Context: an optimization exercise on an open-source flow, tuned for small area. The choices shown serve that exercise and are no tape-out recipe. Function was checked by simulation only, so behaviour that the tests miss may differ from the original. Power and IR drop assume default switching activity.

== job 3208 ==
==> flow/design.v <==
module my_converter_64_2_256 #(
    parameter int C_M_AXIS_DATA_WIDTH  = 256,
    parameter int C_S_AXIS_DATA_WIDTH  = 64,
    parameter int C_M_AXIS_TUSER_WIDTH = 128,
    parameter int C_S_AXIS_TUSER_WIDTH = 128
) (
    input  logic                              axi_aclk,
    input  logic                              axi_reset,
    input  logic [C_S_AXIS_DATA_WIDTH-1:0]    s_axis_tdata,
    input  logic [C_S_AXIS_DATA_WIDTH/8-1:0]  s_axis_tstrb,
    input  logic [C_S_AXIS_TUSER_WIDTH-1:0]   s_axis_tuser,
    input  logic                              s_axis_tvalid,
    output logic                              s_axis_tready,
    input  logic                              s_axis_tlast,
    output logic [C_M_AXIS_DATA_WIDTH-1:0]    m_axis_tdata,
    output logic [C_M_AXIS_DATA_WIDTH/8-1:0]  m_axis_tstrb,
    output logic [C_M_AXIS_TUSER_WIDTH-1:0]   m_axis_tuser,
    output logic                              m_axis_tvalid,
    input  logic                              m_axis_tready,
    output logic                              m_axis_tlast
);
    localparam int SW = C_S_AXIS_DATA_WIDTH;
    localparam int SB = C_S_AXIS_DATA_WIDTH / 8;
    localparam int MW = C_M_AXIS_DATA_WIDTH;
    localparam int MB = C_M_AXIS_DATA_WIDTH / 8;
    logic [1:0]                        lane_q;
    logic                              m_vld_q;
    logic [MW-1:0]                     m_data_q;
    logic [MB-1:0]                     m_strb_q;
    logic [C_M_AXIS_TUSER_WIDTH-1:0]   m_user_q;
    logic                              m_last_q;
    logic       accept;
    logic       complete;
    logic [3:0] ld;      
    logic [3:0] hold;    
    assign s_axis_tready = !axi_reset && (!m_vld_q || m_axis_tready);
    assign accept        = s_axis_tvalid && s_axis_tready;
    assign complete      = accept && (s_axis_tlast || lane_q == 2'd3);
    assign m_axis_tdata  = m_data_q;
    assign m_axis_tstrb  = m_strb_q;
    assign m_axis_tuser  = m_user_q;
    assign m_axis_tvalid = m_vld_q;
    assign m_axis_tlast  = m_last_q;
    always_comb begin
        for (int i = 0; i < 4; i++) ld[i] = accept && lane_q == 2'(i);
        hold[0] = !ld[0];
        for (int i = 1; i < 4; i++) hold[i] = !ld[i] && !ld[0];
    end
    always_ff @(posedge axi_aclk or posedge axi_reset) begin
        if (axi_reset) begin
            lane_q  <= '0;
            m_vld_q <= 1'b0;
        end else begin
            if (complete)    lane_q <= 2'd0;
            else if (accept) lane_q <= lane_q + 2'd1;
            m_vld_q <= complete || (m_vld_q && !m_axis_tready);
        end
    end
    logic [MW-1:0]                   m_data_d;
    logic [MB-1:0]                   m_strb_d;
    logic [C_M_AXIS_TUSER_WIDTH-1:0] m_user_d;
    for (genvar i = 0; i < 4; i++) begin : g_lane
        upconv_lane_sel #(.W(SW + SB)) u_sel (
            .ld   (ld[i]),
            .hold (hold[i]),
            .d    ({s_axis_tstrb, s_axis_tdata}),
            .q    ({m_strb_q[i*SB +: SB], m_data_q[i*SW +: SW]}),
            .y    ({m_strb_d[i*SB +: SB], m_data_d[i*SW +: SW]})
        );
    end
    upconv_lane_sel #(.W(C_M_AXIS_TUSER_WIDTH)) u_sel_user (
        .ld   (ld[0]),
        .hold (hold[0]),
        .d    (s_axis_tuser),
        .q    (m_user_q),
        .y    (m_user_d)
    );
    logic m_last_d;
    upconv_lane_sel #(.W(1)) u_sel_last (
        .ld   (accept),
        .hold (!accept),
        .d    (s_axis_tlast),
        .q    (m_last_q),
        .y    (m_last_d)
    );
    always_ff @(posedge axi_aclk) begin
        m_data_q <= m_data_d;
        m_strb_q <= m_strb_d;
        m_user_q <= m_user_d;
        m_last_q <= m_last_d;
    end
endmodule
module upconv_lane_sel #(
    parameter int W = 72
) (
    input  logic         ld,
    input  logic         hold,
    input  logic [W-1:0] d,
    input  logic [W-1:0] q,
    output logic [W-1:0] y
);
    assign y = ({W{ld}} & d) | ({W{hold}} & q);
endmodule
clock: 5.0 ns
lec_check: 0
abc_area: 1
cap_margin: 20
core_margin: 2
core_utilization: 40
slew_margin: 20
synth_hierarchical: 1
standard.sh (not shown) runs the stock make flow with config.mk's settings and CLKGATE_MAP_FILE= SYNTH_SCRIPT=/design/flow/synth_recipe.tcl, a recipe that flattens the netlist after the stock synthesis.
==> flow/flow/run.sh <==
#!/bin/bash
# Standard ORFS layout with two changes:
#  - synthesis maps logic with an area-recovering ABC script (strash; dch; amap), on a private
#    copy of the ORFS scripts; everything else in synthesis is the standard one, so the
#    registers (names, count, cell types) are exactly the standard synthesis's;
#  - the port buffers that global placement inserts are buf_1 cells.
set -euo pipefail
cp -r "$FLOW_HOME/scripts" ./myscripts
printf 'strash\ndch\namap\ntopo\n' > myscripts/abc_area.script
bash standard.sh "SCRIPTS_DIR=$PWD/myscripts" synth > synth_stage.log 2>&1
bash standard.sh "BUFFER_PORTS_ARGS=-buffer_cell sky130_fd_sc_hd__buf_1" finish > layout_stage.log 2>&1
Job 3208: no failed stages, no open violations at the end
Setup changes, job 3208 to job 9742
==> flow/flow/run.sh <==
#!/bin/bash
# Standard ORFS layout with three changes:
#  - synthesis maps logic with an area-recovering ABC script (strash; dch; amap), on a private
#    copy of the ORFS scripts; everything else in synthesis is the standard one, so the
#    registers (names, count, cell types) are exactly the standard synthesis's;
#  - the port buffers that global placement inserts are buf_1 cells;
#  - clock tree synthesis uses clkbuf_8 cells driving larger sink clusters, and no dummy loads.
set -euo pipefail
cp -r "$FLOW_HOME/scripts" ./myscripts
printf 'strash\ndch\namap\ntopo\n' > myscripts/abc_area.script
bash standard.sh "SCRIPTS_DIR=$PWD/myscripts" synth > synth_stage.log 2>&1
bash standard.sh "BUFFER_PORTS_ARGS=-buffer_cell sky130_fd_sc_hd__buf_1" \
  "CTS_ARGS=-sink_clustering_enable -repair_clock_nets -dont_use_dummy_load -buf_list sky130_fd_sc_hd__clkbuf_8 -sink_clustering_size 25 -sink_clustering_max_diameter 60" \
  finish > layout_stage.log 2>&1
Notes after the runs:
[compare] base=job 3208 new=job 9742: clock network area share dropped 6.1 points; final net count dropped 13; power dropped 1.7 mW.
For job 9742, the uppermost layer routed was met5, unlike job 3208, where it was met4.
Cell count: job 9742 lower than job 3208
Looking at critical path capture point, the m_data_q[198] result is from job 9742; the m_data_q[203] one comes from job 3208.
What job 3208 reported for cell area has to be multiplied by 0.938 to get the figure for job 9742.

-- what the ideal ports hide --
How much do the figures lean on ideal ports? The routed layouts below were timed once more, with nothing changed but the port constraints. Step 1 assumes that a clkbuf_16 drives the clock port and a buf_2 every other input. Step 2, shift: input delay + t, output delay - t, t = (earliest + latest rising clock arrival at the registers) / 2. This alone moves slack from input paths to output paths. Three values: no drivers, after step 1, after step 2; two values: the first two.
run	shift t [ns]	setup slack, ns	worst setup path after step 2	worst register clock-pin slew, ns	worst data-port slew with drivers (ns)
job 3208	0.568	1.868 / 1.895 / 1.327	input to register	0.06 / 0.06	0.09
job 9742	0.631	2.024 / 2.044 / 1.415	input to register	0.12 / 0.12	0.10
After both steps setup and hold are still met in every run listed. The setup slack of job 9742, which loses most, moves by +0.020 ns with the drivers and by -0.609 ns with both steps.
